Context: an optimization exercise on an open-source flow, tuned for small area, a short achievable clock period and few clock cycles per item. The choices shown serve that exercise and are no tape-out recipe. In this exercise RTL edits were held to simulation tests only and were not proved equivalent to the original. Power and IR drop assume default switching activity.

[config.mk]
export PLATFORM = sky130hd
export DESIGN_NAME = chacha8_keystream_xor
export DESIGN_NICKNAME = chacha8_keystream_xor
export VERILOG_FILES = /design/flow/design.v
export SDC_FILE = /design/flow/constraint.sdc
export NUM_CORES = 4
export LEC_CHECK = 0
export CAP_MARGIN = 20
export CORE_MARGIN = 2
export CORE_UTILIZATION = 40
export SLEW_MARGIN = 20
[constraint.sdc]
create_clock -name core_clock -period 9.0 [get_ports {clk}]
set_input_delay 1.8000 -clock core_clock [delete_from_list [all_inputs] [get_ports {clk}]]
set_output_delay 1.8000 -clock core_clock [all_outputs]
set_load 0.01 [all_outputs]
[design.v]
package cc8ks_pkg;
  localparam int DOUBLE_ROUNDS_DEF = 4;
  localparam logic [31:0] TAU0 = 32'h6170_7865;
  localparam logic [31:0] TAU1 = 32'h3120_646e;
  localparam logic [31:0] TAU2 = 32'h7962_2d36;
  localparam logic [31:0] TAU3 = 32'h6b20_6574;
  localparam logic [1:0] REG_KEY_LOW  = 2'd0;
  localparam logic [1:0] REG_KEY_HIGH = 2'd1;
  localparam logic [1:0] REG_NONCE    = 2'd2;
  localparam logic OP_XOR  = 1'b0;
  localparam logic OP_SKIP = 1'b1;
  typedef struct packed {
    logic start;
    logic consume;
  } cc8ks_ctrl_t;
  function automatic logic [31:0] init_word(input logic [3:0] idx,
                                            input logic [63:0] key_low,
                                            input logic [63:0] key_high,
                                            input logic [63:0] ctr,
                                            input logic [63:0] nonce);
    case (idx)
      4'd0: init_word = TAU0;
      4'd1: init_word = TAU1;
      4'd2: init_word = TAU2;
      4'd3: init_word = TAU3;
      4'd4, 4'd8: init_word = key_low[31:0];
      4'd5, 4'd9: init_word = key_low[63:32];
      4'd6, 4'd10: init_word = key_high[31:0];
      4'd7, 4'd11: init_word = key_high[63:32];
      4'd12: init_word = ctr[31:0];
      4'd13: init_word = ctr[63:32];
      4'd14: init_word = nonce[31:0];
      default: init_word = nonce[63:32];
    endcase
  endfunction
endpackage
import cc8ks_pkg::*;
module cc8ks_core
#(
  parameter int DOUBLE_ROUNDS = DOUBLE_ROUNDS_DEF
) (
  input  logic        clk,
  input  logic        rst,
  input  logic        start,
  input  logic        consume,
  input  logic [63:0] key_low,
  input  logic [63:0] key_high,
  input  logic [63:0] ctr,
  input  logic [63:0] nonce,
  output logic        done,
  output logic [63:0] ks_pair
);
  localparam int DrW = (DOUBLE_ROUNDS > 1) ? $clog2(DOUBLE_ROUNDS) : 1;
  localparam logic [DrW-1:0] DrLast = DrW'(DOUBLE_ROUNDS - 1);
  localparam logic [1:0] C_IDLE  = 2'd0;
  localparam logic [1:0] C_ROUND = 2'd1;
  localparam logic [1:0] C_FEED  = 2'd2;
  logic [1:0]     phase;
  logic [1:0]     step;
  logic [2:0]     qr;
  logic [DrW-1:0] dr;
  logic [3:0]     ff_idx;
  logic [15:0][31:0] w;
  logic [31:0] sum_a;
  logic [31:0] sum_b;
  logic [31:0] sum;
  logic [31:0] mix;
  logic [31:0] rot;
  logic [15:0][31:0] tmp;
  logic [15:0][31:0] w_step;
  logic [1:0]  k;
  assign sum_a = (phase == C_FEED || !step[0]) ? w[0] : w[8];
  assign sum_b = (phase == C_FEED) ? cc8ks_pkg::init_word(ff_idx, key_low, key_high, ctr, nonce)
                                   : (step[0] ? w[12] : w[4]);
  assign sum   = sum_a + sum_b;
  assign mix   = (step[0] ? w[4] : w[12]) ^ sum;
  always_comb begin
    case (step)
      2'd0: rot = {mix[15:0], mix[31:16]};
      2'd1: rot = {mix[19:0], mix[31:20]};
      2'd2: rot = {mix[23:0], mix[31:24]};
      default: rot = {mix[24:0], mix[31:25]};
    endcase
  end
  always_comb begin
    for (int i = 0; i < 16; i++) begin
      tmp[i] = w[i];
    end
    if (step[0]) begin
      tmp[8] = sum;
      tmp[4] = rot;
    end else begin
      tmp[0]  = sum;
      tmp[12] = rot;
    end
    for (int r = 0; r < 4; r++) begin
      if (qr[1:0] == 2'd3) begin
        k = qr[2] ? 2'(1 - r) : 2'(1 + r);
      end else begin
        k = 2'd1;
      end
      for (int c = 0; c < 4; c++) begin
        if (step == 2'd3) begin
          w_step[4*r + c] = tmp[4*r + ((c + int'(k)) % 4)];
        end else begin
          w_step[4*r + c] = tmp[4*r + c];
        end
      end
    end
  end
  always_ff @(posedge clk) begin
    if (rst) begin
      phase  <= C_IDLE;
      step   <= 2'd0;
      qr     <= 3'd0;
      dr     <= '0;
      ff_idx <= 4'd0;
    end else begin
      case (phase)
        C_IDLE: begin
          if (start) begin
            phase <= C_ROUND;
            step  <= 2'd0;
            qr    <= 3'd0;
            dr    <= '0;
          end
        end
        C_ROUND: begin
          step <= step + 2'd1;
          if (step == 2'd3) begin
            qr <= qr + 3'd1;
            if (qr == 3'd7) begin
              dr <= dr + 1'b1;
              if (dr == DrLast) begin
                phase  <= C_FEED;
                ff_idx <= 4'd0;
              end
            end
          end
        end
        C_FEED: begin
          ff_idx <= ff_idx + 4'd1;
          if (ff_idx == 4'd15) begin
            phase <= C_IDLE;
          end
        end
        default: phase <= C_IDLE;
      endcase
    end
  end
  always_ff @(posedge clk) begin
    case (phase)
      C_ROUND: begin
        for (int i = 0; i < 16; i++) begin
          w[i] <= w_step[i];
        end
      end
      C_FEED: begin
        for (int i = 0; i < 15; i++) begin
          w[i] <= w[i+1];
        end
        w[15] <= sum;
      end
      default: begin
        if (start) begin
          for (int i = 0; i < 16; i++) begin
            w[i] <= cc8ks_pkg::init_word(4'(i), key_low, key_high, ctr, nonce);
          end
        end else if (consume) begin
          for (int i = 0; i < 14; i++) begin
            w[i] <= w[i+2];
          end
        end
      end
    endcase
  end
  assign done    = (phase == C_FEED) && (ff_idx == 4'd15);
  assign ks_pair = {w[1], w[0]};
endmodule
import cc8ks_pkg::*;
module chacha8_keystream_xor
#(
  parameter int DOUBLE_ROUNDS = DOUBLE_ROUNDS_DEF
) (
  input  logic        clk,
  input  logic        rst,
  input  logic        psel,
  input  logic        penable,
  input  logic        pwrite,
  input  logic [4:0]  paddr,
  input  logic [63:0] pwdata,
  output logic [63:0] prdata,
  output logic        pready,
  input  logic        s_tvalid,
  output logic        s_tready,
  input  logic [95:0] s_tdata,   
  input  logic        s_tuser,   
  input  logic        s_tlast,
  output logic        m_tvalid,
  input  logic        m_tready,
  output logic [71:0] m_tdata,   
  output logic        m_tlast
);
  localparam logic [1:0] ST_IDLE = 2'd0;
  localparam logic [1:0] ST_GEN  = 2'd1;
  localparam logic [1:0] ST_EMIT = 2'd2;
  logic [1:0]  state;
  logic [63:0] key_low;
  logic [63:0] key_high;
  logic [63:0] nonce;
  logic [63:0] ctr;
  logic [2:0]  pos;
  logic        blk_ready;
  logic [63:0] in_data;
  logic [3:0]  in_count;
  logic        in_last;
  logic [63:0] out_chunk;
  logic [3:0]  out_count;
  logic        out_last;
  logic        cfg_wr;
  logic [1:0]  reg_sel;
  logic        s_acc;
  logic        emit_go;
  logic [31:0] amount;
  logic [3:0]  count;
  logic [63:0] ctr_sum;
  logic [63:0] mask;
  logic [63:0] ks_pair;
  logic        gen_done;
  logic        core_start;
  logic        core_consume;
  assign pready   = 1'b1;
  assign cfg_wr   = psel & penable & pwrite & pready;
  assign reg_sel  = paddr[4:3];
  assign s_tready = (state == ST_IDLE);
  assign s_acc    = s_tvalid & s_tready;
  assign emit_go  = (state == ST_EMIT) && (!m_tvalid || m_tready);
  assign amount   = s_tdata[95:64];
  assign count = ((amount == 32'd0) || (|amount[31:4]) || (amount[3] && |amount[2:0]))
                 ? 4'd8 : amount[3:0];
  assign ctr_sum = ctr + ((state == ST_GEN) ? 64'd1 : {32'd0, amount});
  always_comb begin
    for (int i = 0; i < 8; i++) begin
      mask[8*i +: 8] = {8{4'(i) < in_count}};
    end
  end
  always_comb begin
    case (reg_sel)
      REG_KEY_LOW:  prdata = key_low;
      REG_KEY_HIGH: prdata = key_high;
      REG_NONCE:    prdata = nonce;
      default:      prdata = 64'd0;
    endcase
  end
  assign core_start   = s_acc && (s_tuser == OP_XOR) && !blk_ready;
  assign core_consume = emit_go;
  cc8ks_core #(
    .DOUBLE_ROUNDS(DOUBLE_ROUNDS)
  ) u_core (
    .clk     (clk),
    .rst     (rst),
    .start   (core_start),
    .consume (core_consume),
    .key_low (key_low),
    .key_high(key_high),
    .ctr     (ctr),
    .nonce   (nonce),
    .done    (gen_done),
    .ks_pair (ks_pair)
  );
  always_ff @(posedge clk) begin
    if (rst) begin
      state     <= ST_IDLE;
      key_low   <= 64'd0;
      key_high  <= 64'd0;
      nonce     <= 64'd0;
      ctr       <= 64'd0;
      pos       <= 3'd0;
      blk_ready <= 1'b0;
      m_tvalid  <= 1'b0;
    end else begin
      if (emit_go) begin
        m_tvalid <= 1'b1;
      end else if (m_tready) begin
        m_tvalid <= 1'b0;
      end
      case (state)
        ST_IDLE: begin
          if (s_acc) begin
            if (s_tuser == OP_SKIP) begin
              ctr       <= ctr_sum;
              pos       <= 3'd0;
              blk_ready <= 1'b0;
            end else begin
              state <= blk_ready ? ST_EMIT : ST_GEN;
            end
          end
        end
        ST_GEN: begin
          if (gen_done) begin
            ctr       <= ctr_sum;
            blk_ready <= 1'b1;
            pos       <= 3'd0;
            state     <= ST_EMIT;
          end
        end
        ST_EMIT: begin
          if (emit_go) begin
            state <= ST_IDLE;
            if (in_last || pos == 3'd7) begin
              pos       <= 3'd0;
              blk_ready <= 1'b0;
            end else begin
              pos <= pos + 3'd1;
            end
          end
        end
        default: state <= ST_IDLE;
      endcase
      if (cfg_wr) begin
        case (reg_sel)
          REG_KEY_LOW: begin
            key_low   <= pwdata;
            ctr       <= 64'd0;
            pos       <= 3'd0;
            blk_ready <= 1'b0;
          end
          REG_KEY_HIGH: begin
            key_high  <= pwdata;
            ctr       <= 64'd0;
            pos       <= 3'd0;
            blk_ready <= 1'b0;
          end
          REG_NONCE: begin
            nonce     <= pwdata;
            ctr       <= 64'd0;
            pos       <= 3'd0;
            blk_ready <= 1'b0;
          end
          default: begin
          end
        endcase
      end
    end
  end
  always_ff @(posedge clk) begin
    if (s_acc) begin
      in_data  <= s_tdata[63:0];
      in_count <= count;
      in_last  <= s_tlast;
    end
    if (emit_go) begin
      out_chunk <= in_data ^ (ks_pair & mask);
      out_count <= in_count;
      out_last  <= in_last;
    end
  end
  assign m_tdata = {4'd0, out_count, out_chunk};
  assign m_tlast = out_last;
endmodule
[run.sh]
#!/bin/bash
# synth_recipe.tcl (not shown) runs the flow's synth.tcl, then flattens the netlist and writes it again
# the make line also repeats each setting of config.mk as NAME=value (left out here)
make -C /OpenROAD-flow-scripts/flow DESIGN_CONFIG=/design/flow/config.mk WORK_HOME=/design/flow/orfs CLKGATE_MAP_FILE= SYNTH_SCRIPT=/design/flow/synth_recipe.tcl finish
==> run notes <==
==> path summary, 6_finish.rpt <==
path | startpoint | end | slack [ns] | cells past startpoint
max | u_core.ff_idx[0] | u_core.w[201] | 1.11 | 20
min | pos[0] | pos[0] | 0.49 | 1
max reg2reg | u_core.ff_idx[0] | u_core.w[201] | 1.11 | 20
min reg2reg | pos[0] | pos[0] | 0.49 | 1
==> registers in the layout, summed over array words and instances (netlist names), 4 cells and up <==
name,flops
u_core.w,512
ctr,64
in_data,64
key_high,64
key_low,64
nonce,64
out_chunk,64
in_count,4
out_count,4
u_core.ff_idx,4
==> cell families (layout without fill, tap and decap cells) <==
logic type	count (synthesis)	after routing	share of synthesized area, %
buffers and inverters	708	774	4.43
xor gates and xnor gates	169	169	2.79
adders and majority gates	84	84	1.73
DFF	926	926	40.5
other	2	17	0.0122
muxes	448	448	7.67
AOI/OAI and AO/OA	2550	2550	26.5
and+or+nand+nor	2357	2357	16.3
==> layout make-up <==
cell class,count,area share (%)
tap,2044,3.61
antenna,12,0.0424
sequential,926,35.4
inverter,76,0.419
timing repair buffer,485,6.47
multi-input combinational,5613,48.3
clock buffer,150,4.69
clock inverter,63,1.08
==> layer usage <==
layer,vias up,track usage (%)
met3,740,14.9
met1,29900,50.6
met5,-,0
li1,26900,-
met2,4667,49.7
met4,4,19.6
==> synthesized netlist by cell type, drive strengths merged, types with 12 or more instances <==
library cell,n,share of area [%]
a2111oi,12,0.18
edfxtp,650,32
buf,114,0.82
nand3,97,0.79
nor2b,49,0.50
a21oi,888,7.2
a31oi,118,1.2
a21o,57,0.69
xnor2,121,1.7
a32oi,14,0.20
a222oi,21,0.34
xnor3,12,0.44
a221oi,234,3.4
and2,104,1.1
a211o,20,0.28
mux2,124,2.3
clkbuf,518,3.1
nor4,23,0.24
or2,13,0.13
inv,76,0.46
and3,46,0.47
nand2b,34,0.34
ha,82,1.7
o211ai,100,1.3
o221ai,34,0.51
a22oi,107,1.3
o31ai,33,0.41
o311ai,14,0.21
o21ai,531,4.3
nand2,1437,8.7
a2bb2oi,12,0.17
a221o,35,0.57
dfxtp,276,8.9
o21bai,18,0.24
o21a,30,0.36
nor2,391,2.4
xor2,32,0.47
nand4,42,0.43
o22ai,28,0.29
or3,29,0.31
mux2i,316,5.1
nor3,55,0.45
a211oi,147,1.8
==> through the flow <==
step / worst slack [ns] / utilization, % / instances
2_1_floorplan: 0.311 / - / 7247
3_3_place_gp: 1.50 / 43.4 / 9143
3_5_place_dp: 1.42 / 43.4 / 9143
4_1_cts: 1.40 / 46.0 / 9356
5_1_grt: 1.01 / 46.1 / 9359
6_report: 1.11 / 46.1 / 9369
==> power groups by stage <==
stage / sequential, uW / combinational, uW / clock [uW]
finish: 8700 / 18900 / 5090
global route: 8770 / 19400 / 5260
CTS: 8530 / 17900 / 5120
detailed placement: 8610 / 17800 / 0
global placement: 8580 / 17700 / 0
floorplan: 7860 / 10800 / 0
==> flow_summary_export.csv <==
group,metric,value,unit
outcome,status,"timing/DRC/antenna clean",
run,drv_cap,0,
drt,route.top_layer_used,"met5",
timing,setup_viol,0,
finish,multiInputGateArea,34200,sq um
cts,cts_buffers,113,
power,ir_drop,406,uV
finish,area_growth,14.7,%
finish,layout_common_cells,"nand2_1 (1434), a21oi_1 (882), edfxtp_1 (650), o21ai_0 (500), nor2_1 (375)",
drt,wl_met3,47400,um
logic_synthesis,synthFlopType,"edfxtp_1",
power,p_total,32700,uW
global_routing,gr-total-overflow,0,
power,pwr_density_cell,462,nW/um^2
timing,maxSlewViolCount,0,
cts,path_clk_slew,0.06,ns
placement,dp_hpwl,217000,um
drt,drc_errors,0,
drt,ant_nets,0,
placement,place_area,66700,sq um
worst_setup_path,slowest_stage,"a221oi_2",
logic_synthesis,async_flop_share,0,%
timing,max_freq,127,MHz
worst_setup_path,crit_chain,"inv_1 > ha_1 > a2111o_2 > nand2_1 > a221oi_1 > nand3_1 > o21ai_0 > a21oi_1 > ha_1 > o211ai_1 > o211a_1 > o31a_1 > o211a_1 > o211ai_2 > xnor2_1 > a221oi_2 > o22ai_1 > mux2_2 > a31oi_1 > a21oi_1",
timing,fin_crit_sh,87.7,%
drt,drtIter0Drc,10900,
cts,htree_num_levels,3,
logic_synthesis,postSynthAreaPerCell,8.53,sq um
die,num_io_pins,314,
timing,rsz0062_at_grt,"false",
finish,layout-drive-gt1-share,8.61,%
cts,cts_buffer_depth,3,
power,p_int,15700,uW
drt,route.met2.wl,118000,um
drt,wl_per_cell,32.6,um
logic_synthesis,synth_cells,7244,
worst_setup_path,required,9.47,ns
logic_synthesis,synth_edf_count,650,
die,initial_core_util,40.2,%
placement,port_buffers,305,
die,num_rows,144,
timing,fin_hold_ws,0.486,ns
timing,fin_tns_setup,0,ns
timing,finClkSkew,0.0566,ns
logic_synthesis,ys_seq_elements,926,
die,die_height,397,um
global_routing,grt_usage,37.1,%
power,switchingPower,17000,uW
logic_synthesis,seq_area_frac_synth,40.5,%
drt,routed_via_density,6.64,
drt,vias,62300,
cts,cts_tree,"done",
global_routing,grt_pass1_wl,424000,um
power,power.share.sequential,26.6,%
finish,ff_latch_area,25000,sq um
timing,fin_crit,7.89,ns
power,p_leak,0.0241,uW
worst_setup_path,cp-end-kind,"register",
global_routing,antenna_found_initial,12,
global_routing,grt_max_degree,184,
finish,final_common_cell,"nand2_1",
power,swShare,52.1,%
worst_setup_path,max_stage_delay,0.77,ns
cts,cts_resized,0,
drt,firstDrtPassIters,7,
cts,root_buffer,"clkbuf_16",
logic_synthesis,syn-cell-area,61800,sq um
worst_setup_path,cp_max_fo,36,
power,clkPwrFrac,15.6,%
drt,wl_met1,120000,um
power,p_comb_share,57.8,%
hold_path,hold_path_class,"register to register",
global_routing,grt_pass1_vias,55300,
timing,maxSlewHeadroom,6.79,%
finish,layout.nets,7473,
cts,ctsHoldBuffers,0,
worst_setup_path,start_kind,"register",
cts,postCtsSetupBuffers,0,
worst_setup_path,cp_num_buf_inv,1,
timing,hold_viol_final,0,
finish,stdcell_area,70800,sq um
die,die_w,397,um
worst_setup_path,worstPathArrival,8.37,ns
cts,clk_latency,0.78,ns
logic_synthesis,synth.distinct_cells,117,
cts,clock-sinks,926,
die,die_area,158000,sq um
timing,worst_pin_slew,1.38,ns
worst_setup_path,crit_type,"register to register",
finish,fillers,14800,
placement,place_congestion,1.04,
worst_setup_path,crit_family,"compound AO/OA/AOI/OAI gates",
drt,totalWireLength,305000,um
logic_synthesis,synth_warnings,2,
die,core_area,154000,sq um
Testbench counts, summed over its fixed seeds: cycles 65,845, items 2,668.

-- afterwards: timing with drivers on the ports --
Ports are ideal in the flow. The routed layout listed here was re-timed in OpenROAD. Step 1: set_driving_cell puts a clkbuf_16 on clk and a buf_2 on each other input, an assumption about the parent block. Step 2 moves the port delays by t, midway between the first and last clock arrival at a register: inputs arrive t later, outputs are due t later. That takes back most of the time a late clock gives input paths. Three values: ideal, step 1, step 2; two values: the first two.
shift t [ns]: 0.834
setup WS [ns]: 1.105 / 1.105 / 1.105
latest minus earliest clock arrival (ns): 0.067 / 0.067
worst slew at a driven data input, ns: 0.15
After both steps this run still meets setup and hold. The setup slack of this run moves by 0.000 ns with the drivers and by 0.000 ns with both steps.
